Source: an optimization exercise on an open RTL-to-GDS flow (aim: small area and a short achievable clock period). Production flows keep margins and buffers that such runs may drop.
The RTL was checked by simulation tests, not by an equivalence proof against the original design.
No activity file was given, so power comes from the tool's default toggle rates.

==> flow/design.v <==
package dmem_pkg;
   localparam logic [2:0] F3_B  = 3'b000;
   localparam logic [2:0] F3_H  = 3'b001;
   localparam logic [2:0] F3_W  = 3'b010;
   localparam logic [2:0] F3_BU = 3'b100;
   localparam logic [2:0] F3_HU = 3'b101;
endpackage
import dmem_pkg::*;
module dmem_store_lanes
(
   input  logic        we,
   input  logic [2:0]  funct3,
   input  logic [1:0]  lane,
   input  logic [31:0] wdata,
   output logic [31:0] store_data,
   output logic [3:0]  store_mask,
   output logic        bad
);
   always_comb begin
      store_data = (funct3[1:0] == 2'b00) ? {4{wdata[7:0]}} :
                   (funct3[1:0] == 2'b01) ? {2{wdata[15:0]}} : wdata;
      store_mask = (funct3[1:0] == 2'b00) ? (4'b0001 << lane) :
                   (funct3[1:0] == 2'b01) ? (lane[1] ? 4'b1100 : 4'b0011) : 4'b1111;
      bad        = (we ? (funct3[2] | (funct3[1:0] == 2'b11))
                       : ((funct3[1:0] == 2'b11) | (funct3[2] & funct3[1])))
                 | ((funct3[1:0] == 2'b01) & lane[0])
                 | ((funct3[1:0] == 2'b10) & (lane != 2'b00));
   end
endmodule
module dmem_load_ctl
(
   input  logic        ld,         
   input  logic [2:0]  funct3,
   input  logic [1:0]  lane,
   output logic [3:0]  b0,         
   output logic [2:0]  b1,         
   output logic [1:0]  hi,         
   output logic        xb,         
   output logic        xh          
);
   always_comb begin
      b0 = '0;
      b1 = '0;
      hi = '0;
      xb = 1'b0;
      xh = 1'b0;
      if (ld) begin
         case (funct3[1:0])
            2'b00: begin                         
               b0[lane] = 1'b1;
               b1       = 3'b100;
               hi       = 2'b10;
               xb       = !funct3[2];
            end
            2'b01: begin                         
               b0[{lane[1], 1'b0}] = 1'b1;
               b1       = lane[1] ? 3'b010 : 3'b001;
               hi       = 2'b10;
               xh       = !funct3[2];
            end
            default: begin                       
               b0[0]    = 1'b1;
               b1       = 3'b001;
               hi       = 2'b01;
            end
         endcase
      end
   end
endmodule
module dmem_load_lanes
(
   input  logic [31:0] word,
   input  logic [3:0]  b0,
   input  logic [2:0]  b1,
   input  logic [1:0]  hi,
   input  logic        xb,
   input  logic        xh,
   output logic [31:0] load_word
);
   logic [7:0] r0, r1w;
   logic       ext;
   always_comb begin
      r0  = ({8{b0[0]}} & word[7:0])   | ({8{b0[1]}} & word[15:8])
          | ({8{b0[2]}} & word[23:16]) | ({8{b0[3]}} & word[31:24]);
      r1w = ({8{b1[0]}} & word[15:8])  | ({8{b1[1]}} & word[31:24]);
      ext = (xb & r0[7]) | (xh & r1w[7]);
      load_word = {({16{hi[0]}} & word[31:16]) | {16{hi[1] & ext}},
                   r1w | {8{b1[2] & ext}}, r0};
   end
endmodule
import dmem_pkg::*;
module dmem_responder
#(
   parameter int ADDR_W      = 32,
   parameter int DEPTH_WORDS = 64,
   parameter int WAIT_CYCLES = 2
) (
   input  logic              clk,
   input  logic              reset,
   input  logic              req_valid,
   output logic              req_ready,
   input  logic              req_we,
   input  logic [ADDR_W-1:0] req_addr,
   input  logic [31:0]       req_wdata,
   input  logic [2:0]        req_funct3,
   output logic              rsp_valid,
   input  logic              rsp_ready,
   output logic [31:0]       rsp_rdata,
   output logic              rsp_err
);
   localparam int NR = 16;
   logic s1, s2, s3, busy;                
   always_ff @(posedge clk or negedge reset) begin
      if (!reset) begin
         req_ready <= 1'b0;
         s1        <= 1'b0;
         s2        <= 1'b0;
         s3        <= 1'b0;
         busy      <= 1'b0;
         rsp_valid <= 1'b0;
      end else begin
         req_ready <= req_ready ? !req_valid : (rsp_valid ? rsp_ready : !(s1 | s2 | s3));
         s1        <= req_ready & req_valid;
         s2        <= s1;
         s3        <= s2;
         busy      <= (req_ready & req_valid) | s1 | s2;
         rsp_valid <= s3 | (rsp_valid & !rsp_ready);
      end
   end
   logic [1:0] rot;
   always_ff @(posedge clk)
      rot <= rot + 2'd1;
   logic [31:0] q_data;
   logic [3:0]  q_mask;
   logic        q_bad, q_err;
   logic [3:0]  q_b0;
   logic [2:0]  q_b1;
   logic [1:0]  q_hi;
   logic        q_xb, q_xh;
   dmem_store_lanes u_store (
      .we         (req_we),
      .funct3     (req_funct3),
      .lane       (req_addr[1:0]),
      .wdata      (req_wdata),
      .store_data (q_data),
      .store_mask (q_mask),
      .bad        (q_bad)
   );
   assign q_err = q_bad | (|req_addr[ADDR_W-1:8]);
   dmem_load_ctl u_ctl (
      .ld     (!req_we & !q_err),
      .funct3 (req_funct3),
      .lane   (req_addr[1:0]),
      .b0     (q_b0),
      .b1     (q_b1),
      .hi     (q_hi),
      .xb     (q_xb),
      .xh     (q_xh)
   );
   logic          a_st, a_err;
   logic [3:0]    a_ring;
   logic [1:0]    a_slot;
   logic [31:0]   a_data;
   logic [3:0]    a_mask;
   logic [3:0]    a_b0;
   logic [2:0]    a_b1;
   logic [1:0]    a_hi;
   logic          a_xb, a_xh;
   always_ff @(posedge clk)
      if (!busy) begin
         a_st   <= req_we & !q_err;
         a_err  <= q_err;
         a_ring <= req_addr[7:4];
         a_slot <= req_addr[3:2];
         a_data <= q_data;
         a_mask <= q_mask;
      end
   always_ff @(posedge clk or negedge reset)
      if (!reset) begin
         a_b0   <= '0;
         a_b1   <= '0;
         a_hi   <= '0;
         a_xb   <= 1'b0;
         a_xh   <= 1'b0;
      end else if (!busy) begin
         a_b0   <= q_b0;
         a_b1   <= q_b1;
         a_hi   <= q_hi;
         a_xb   <= q_xb;
         a_xh   <= q_xh;
      end
   logic [1:0]    a_place, place_n;
   logic [NR-1:0] rs0, rs2, ring_oh;
   assign place_n = busy ? a_place + 2'd1 : req_addr[3:2] + rot + 2'd1;
   assign ring_oh = busy ? (rs0 | rs2) : NR'(1) << req_addr[7:4];
   always_ff @(posedge clk) begin
      a_place <= place_n;
      rs0     <= place_n[1] ? '0 : ring_oh;
      rs2     <= place_n[1] ? ring_oh : '0;
   end
   logic        p_ld;
   logic [3:0]  p_ring;
   logic [1:0]  p_slot;
   logic [31:0] p_data;
   logic [3:0]  p_mask;
   logic [NR-1:0] p_hit;                  
   logic [3:0]  ring_n;
   logic [1:0]  slot_n;
   assign p_ld   = s3 & a_st;
   assign ring_n = p_ld ? a_ring : p_ring;
   assign slot_n = p_ld ? a_slot : p_slot;
   always_ff @(posedge clk) begin
      if (p_ld) begin
         p_ring <= a_ring;
         p_slot <= a_slot;
         p_data <= a_data;
         p_mask <= a_mask;
      end
      p_hit <= (slot_n + rot == 2'd2) ? NR'(1) << ring_n : '0;
   end
   logic [NR*32-1:0] tap0, tap2;
   for (genvar r = 0; r < NR; r++) begin : g_ring
      logic [31:0] p0, p1, p2, p3;
      always_ff @(posedge clk) begin
         p1 <= p0;
         p2 <= p1;
         p3 <= p2;
         for (int b = 0; b < 4; b++)
            p0[8*b +: 8] <= (p_hit[r] & p_mask[b]) ? p_data[8*b +: 8] : p3[8*b +: 8];
      end
      assign tap0[32*r +: 32] = p0;
      assign tap2[32*r +: 32] = p2;
   end
   logic [31:0] rd;
   always_comb begin
      rd = '0;
      for (int r = 0; r < NR; r++)
         rd = rd | ({32{rs0[r]}} & tap0[32*r +: 32]) | ({32{rs2[r]}} & tap2[32*r +: 32]);
   end
   logic        cap, byp;
   logic [31:0] word, load_word;
   assign cap = (s1 | s2) & !a_place[0];
   always_ff @(posedge clk)
      byp <= (p_ring == a_ring) & (p_slot == a_slot);
   always_comb
      for (int b = 0; b < 4; b++)
         word[8*b +: 8] = (byp & p_mask[b]) ? p_data[8*b +: 8] : rsp_rdata[8*b +: 8];
   dmem_load_lanes u_load (
      .word      (word),
      .b0        (a_b0),
      .b1        (a_b1),
      .hi        (a_hi),
      .xb        (a_xb),
      .xh        (a_xh),
      .load_word (load_word)
   );
   always_ff @(posedge clk or negedge reset) begin
      if (!reset) begin
         rsp_rdata <= '0;
         rsp_err   <= 1'b0;
      end else if (s3) begin
         rsp_rdata <= load_word;
         rsp_err   <= a_err;
      end else if (cap) begin
         rsp_rdata <= rd;
      end
   end
endmodule
Settings: LEC_CHECK=0, CAP_MARGIN=20, CORE_MARGIN=2, CORE_UTILIZATION=50, CTS_BUF_LIST=sky130_fd_sc_hd__clkbuf_8 sky130_fd_sc_hd__clkbuf_16, CTS_CLUSTER_DIAMETER=100, CTS_CLUSTER_SIZE=26, SETUP_SLACK_MARGIN=3.6, SLEW_MARGIN=20; clock period 6.0 ns.
standard.sh (not shown) runs the stock make flow with config.mk's settings and CLKGATE_MAP_FILE= SYNTH_SCRIPT=/design/flow/synth_recipe.tcl, a recipe that flattens the netlist after the stock synthesis.
==> flow/flow/run.sh <==
#!/bin/bash
# The standard layout (the standard.sh), with two changes to the resizer:
#  - the port buffers are buf_4 cells instead of the library's default pick (a delay cell)
#  - gate sizing may change a cell's footprint (MATCH_CELL_FOOTPRINT=0), so that flip-flops
#    and port buffers on the critical paths can be upsized
# The whole make output goes to standard.log; ORFS keeps each step's log under orfs/logs.
set -euo pipefail
bash standard.sh MATCH_CELL_FOOTPRINT=0 'BUFFER_PORTS_ARGS=-buffer_cell sky130_fd_sc_hd__buf_4' finish > standard.log 2>&1
Rerun with:
==> flow/flow/run.sh (replaced) <==
#!/bin/bash
# The standard layout (the standard.sh), with these changes:
#  - the port buffers are buf_4 cells instead of the library's default pick (a delay cell)
#  - gate sizing may change a cell's footprint (MATCH_CELL_FOOTPRINT=0), so that cells on
#    the critical paths can be upsized
#  - after global placement each output port buffer is moved next to the register that
#    drives it (flow/post_gp.tcl); detailed placement legalises it
# The whole make output goes to standard.log; ORFS keeps each step's log under orfs/logs.
set -euo pipefail
bash standard.sh MATCH_CELL_FOOTPRINT=0 'BUFFER_PORTS_ARGS=-buffer_cell sky130_fd_sc_hd__buf_4' \
  "POST_GLOBAL_PLACE_TCL=$PWD/flow/post_gp.tcl" finish > standard.log 2>&1
==> flow/flow/post_gp.tcl (new file) <==
# After global placement: put each output port buffer on top of the register that drives
# it (detailed placement legalises it later). The register then drives a short wire and the
# stronger port buffer drives the long wire to the pin.
set n 0
foreach buf [get_cells output*] {
  foreach ipin [get_pins -of_objects $buf -filter "direction == input"] {
    foreach dpin [get_pins -of_objects [get_nets -of_objects $ipin] -filter "direction == output"] {
      set drv [get_cells -of_objects $dpin]
      if {[string match "sky130_fd_sc_hd__df*" [get_property $drv ref_name]]} {
        set loc [[sta::sta_to_db_inst $drv] getLocation]
        [sta::sta_to_db_inst $buf] setLocation [lindex $loc 0] [lindex $loc 1]
        incr n
      }
    }
  }
}
puts "post_gp: moved $n output buffers next to their registers"
- PLACE_DENSITY: default -> 0.8
Result: Combinational power increases by about 4%; wire length decreases by 6.0%; first-iteration DRC count increases by about 20%; critical path depth is unchanged; global-route usage decreases by 2.2 points; via count increases by about 3.5%; total power decreases by 0.36%.
Rerun with:
==> flow/flow/run.sh (replaced) <==
#!/bin/bash
# The standard layout (the standard.sh), with two changes to the resizer:
#  - the port buffers are buf_4 cells instead of the library's default pick (a delay cell)
#  - gate sizing may change a cell's footprint (MATCH_CELL_FOOTPRINT=0), so that flip-flops
#    and port buffers on the critical paths can be upsized
# The whole make output goes to standard.log; ORFS keeps each step's log under orfs/logs.
set -euo pipefail
bash standard.sh MATCH_CELL_FOOTPRINT=0 'BUFFER_PORTS_ARGS=-buffer_cell sky130_fd_sc_hd__buf_4' finish > standard.log 2>&1
- CTS_CLUSTER_SIZE: 26 -> 30
- PLACE_DENSITY: 0.8 -> default
removed: flow/flow/post_gp.tcl
Cell count decreases slightly.
Worst setup slack degrades by 53 ps.
Routed wire length increases by a few percent.
Core utilization decreases by 0.26 points.
Clock skew increases by 3.1 ps.
Total power decreases slightly.
Sequential cell count does not change.
First-iteration DRC count decreases by about a fifth.
Rerun with:
==> flow/flow/run.sh (replaced) <==
#!/bin/bash
# The standard layout (the standard.sh), with these changes:
#  - the port buffers are buf_4 cells instead of the library's default pick (a delay cell)
#  - gate sizing may change a cell's footprint (MATCH_CELL_FOOTPRINT=0), so that cells on
#    the critical paths can be upsized
#  - after global placement each output port buffer is moved next to the register that
#    drives it (flow/post_gp.tcl); detailed placement legalises it
# The whole make output goes to standard.log; ORFS keeps each step's log under orfs/logs.
set -euo pipefail
bash standard.sh MATCH_CELL_FOOTPRINT=0 'BUFFER_PORTS_ARGS=-buffer_cell sky130_fd_sc_hd__buf_4' \
  "POST_GLOBAL_PLACE_TCL=$PWD/flow/post_gp.tcl" finish > standard.log 2>&1
==> flow/flow/post_gp.tcl (new file) <==
# After global placement: put each output port buffer on top of the register that drives
# it (detailed placement legalises it later). The register then drives a short wire and the
# stronger port buffer drives the long wire to the pin.
set n 0
foreach buf [get_cells output*] {
  foreach ipin [get_pins -of_objects $buf -filter "direction == input"] {
    foreach dpin [get_pins -of_objects [get_nets -of_objects $ipin] -filter "direction == output"] {
      set drv [get_cells -of_objects $dpin]
      if {[string match "sky130_fd_sc_hd__df*" [get_property $drv ref_name]]} {
        set loc [[sta::sta_to_db_inst $drv] getLocation]
        [sta::sta_to_db_inst $buf] setLocation [lindex $loc 0] [lindex $loc 1]
        incr n
      }
    }
  }
}
puts "post_gp: moved $n output buffers next to their registers"
- CTS_CLUSTER_SIZE: 30 -> 26
- PLACE_DENSITY: default -> 0.7
Outcome:
- wire length came out lower by 4.8%
- core utilization came out higher by 0.22 points
- sequential share of layout area came out lower by 0.34 points
- non-clock buffer count came out higher by 4
- synthesized area does not change
- sequential power is about the same
- fmax came out higher by 2.9%
- global-route usage came out lower by 1.5 points
- cell count came out higher by 0.31%
- clock-buffer cell count came out higher by 13
Rerun with:
- PLACE_DENSITY: 0.7 -> default
Cell count is about the same.
Routed wire length goes up by 5.2%.
Worst setup slack is worse by 7.7 ps.
Register-to-register slack is about the same.
Hold slack degrades by 9.5 ps.
Via count goes down by 1.1%.
Maximum frequency fell by 0.31%.
Sequential share of layout area barely changes.
Total power is about the same.
Rerun with:
==> flow/flow/run.sh (replaced) <==
#!/bin/bash
# The standard layout (the standard.sh), with two changes to the resizer:
#  - the port buffers are buf_4 cells instead of the library's default pick (a delay cell)
#  - gate sizing may change a cell's footprint (MATCH_CELL_FOOTPRINT=0), so that flip-flops
#    and port buffers on the critical paths can be upsized
# The whole make output goes to standard.log; ORFS keeps each step's log under orfs/logs.
set -euo pipefail
bash standard.sh MATCH_CELL_FOOTPRINT=0 'BUFFER_PORTS_ARGS=-buffer_cell sky130_fd_sc_hd__buf_4' finish > standard.log 2>&1
- CORE_UTILIZATION: 50 -> 40
removed: flow/flow/post_gp.tcl
After rerunning: The changed run finished clean; total power is about the same; clock-buffer cell count rises by 3; sequential cell count is unchanged; cell area rises slightly; sequential share of layout area falls by 0.47 points; worst hold slack improves by 12 ps; routed wire length barely changes; synthesized area does not change.

Starts from the design.v that is shown in full above.
==> flow/config.mk <==
export PLATFORM = sky130hd
export DESIGN_NAME = dmem_responder
export DESIGN_NICKNAME = dmem_responder
export VERILOG_FILES = /design/flow/design.v
export SDC_FILE = /design/flow/constraint.sdc
export NUM_CORES = 4
export LEC_CHECK = 0
export CAP_MARGIN = 20
export CORE_MARGIN = 2
export CORE_UTILIZATION = 50
export CTS_BUF_LIST = sky130_fd_sc_hd__clkbuf_8 sky130_fd_sc_hd__clkbuf_16
export CTS_CLUSTER_DIAMETER = 100
export CTS_CLUSTER_SIZE = 26
export PLACE_DENSITY = 0.7
export SETUP_SLACK_MARGIN = 3.8
export SLEW_MARGIN = 20
==> flow/constraint.sdc <==
create_clock -name core_clock -period 6.0 [get_ports {clk}]
set_input_delay 1.2000 -clock core_clock [delete_from_list [all_inputs] [get_ports {clk}]]
set_output_delay 1.2000 -clock core_clock [all_outputs]
set_load 0.01 [all_outputs]
==> flow/flow/run.sh <==
#!/bin/bash
# The standard layout (the standard.sh), with these changes:
#  - the port buffers are buf_4 cells instead of the library's default pick (a delay cell)
#  - gate sizing may change a cell's footprint (MATCH_CELL_FOOTPRINT=0), so that cells on
#    the critical paths can be upsized
#  - after global placement each output port buffer is moved next to the register that
#    drives it (flow/post_gp.tcl); detailed placement legalises it
# The whole make output goes to standard.log; ORFS keeps each step's log under orfs/logs.
set -euo pipefail
bash standard.sh MATCH_CELL_FOOTPRINT=0 'BUFFER_PORTS_ARGS=-buffer_cell sky130_fd_sc_hd__buf_4' \
  "POST_GLOBAL_PLACE_TCL=$PWD/flow/post_gp.tcl" finish > standard.log 2>&1
==> flow/flow/post_gp.tcl <==
# After global placement: put each output port buffer on top of the register that drives
# it (detailed placement legalises it later). The register then drives a short wire and the
# stronger port buffer drives the long wire to the pin.
set n 0
foreach buf [get_cells output*] {
  foreach ipin [get_pins -of_objects $buf -filter "direction == input"] {
    foreach dpin [get_pins -of_objects [get_nets -of_objects $ipin] -filter "direction == output"] {
      set drv [get_cells -of_objects $dpin]
      if {[string match "sky130_fd_sc_hd__df*" [get_property $drv ref_name]]} {
        set loc [[sta::sta_to_db_inst $drv] getLocation]
        [sta::sta_to_db_inst $buf] setLocation [lindex $loc 0] [lindex $loc 1]
        incr n
      }
    }
  }
}
puts "post_gp: moved $n output buffers next to their registers"
Change:
==> flow/flow/run.sh (replaced) <==
#!/bin/bash
# The standard layout (the standard.sh), with two changes to the resizer:
#  - the port buffers are buf_4 cells instead of the library's default pick (a delay cell)
#  - gate sizing may change a cell's footprint (MATCH_CELL_FOOTPRINT=0), so that flip-flops
#    and port buffers on the critical paths can be upsized
# The whole make output goes to standard.log; ORFS keeps each step's log under orfs/logs.
set -euo pipefail
bash standard.sh MATCH_CELL_FOOTPRINT=0 'BUFFER_PORTS_ARGS=-buffer_cell sky130_fd_sc_hd__buf_4' finish > standard.log 2>&1
--- a/flow/config.mk
+++ b/flow/config.mk
@@ -10 +10 @@
-export CORE_UTILIZATION = 50
+export CORE_UTILIZATION = 60
@@ -14,2 +14 @@
-export PLACE_DENSITY = 0.7
-export SETUP_SLACK_MARGIN = 3.8
+export SETUP_SLACK_MARGIN = 3.6
removed: flow/flow/post_gp.tcl
The changed run finished with timing, DRC and antenna clean.
Global-route usage is higher by 7.7 points.
Combinational power shrinks by 9.6%.
Power stays flat.
Core utilization climbs by 10 points.
Count of clock-buffer cells in the layout decreases by 3.
Clock power is about the same.
Cell area came out lower by 1.5%.

-- separate check: timing with driven ports --
The results above use ideal ports. As a check the final layouts listed here were re-extracted and re-timed, cells and wires unchanged.
Step 1: set_driving_cell puts a clkbuf_16 on clk and a buf_2 on each other input, an assumption about the parent block.
Step 2 also shifts input and output timing later by t, the mid clock arrival at the registers, as if the neighbouring blocks saw the same clock.
a / b / c = no drivers / after step 1 / after step 2; a / b = the first two.
run	t, ns	slack for setup (ns)	worst setup path after step 2	worst slew at a driven data input, ns
the first run of note 1	0.794	3.403 / 3.323 / 2.986	input to register	0.15
the second run of note 1	0.777	3.470 / 3.397 / 2.963	input to register	0.16
the third run of note 1	0.789	3.417 / 3.338 / 2.952	input to register	0.14
the fourth run of note 1	0.787	3.489 / 3.412 / 2.988	input to register	0.06
the fifth run of note 1	0.793	3.481 / 3.397 / 2.962	input to register	0.13
the sixth run of note 1	0.784	3.388 / 3.313 / 3.140	input to register	0.07
the first run of note 2	0.768	3.504 / 3.428 / 3.225	input to register	0.16
the second run of note 2	0.789	3.375 / 3.299 / 2.948	input to register	0.17
After both steps every run listed still meets setup and hold. The setup slack of the fifth run of note 1, which loses most, moves by -0.084 ns with the drivers and by -0.519 ns with both steps.
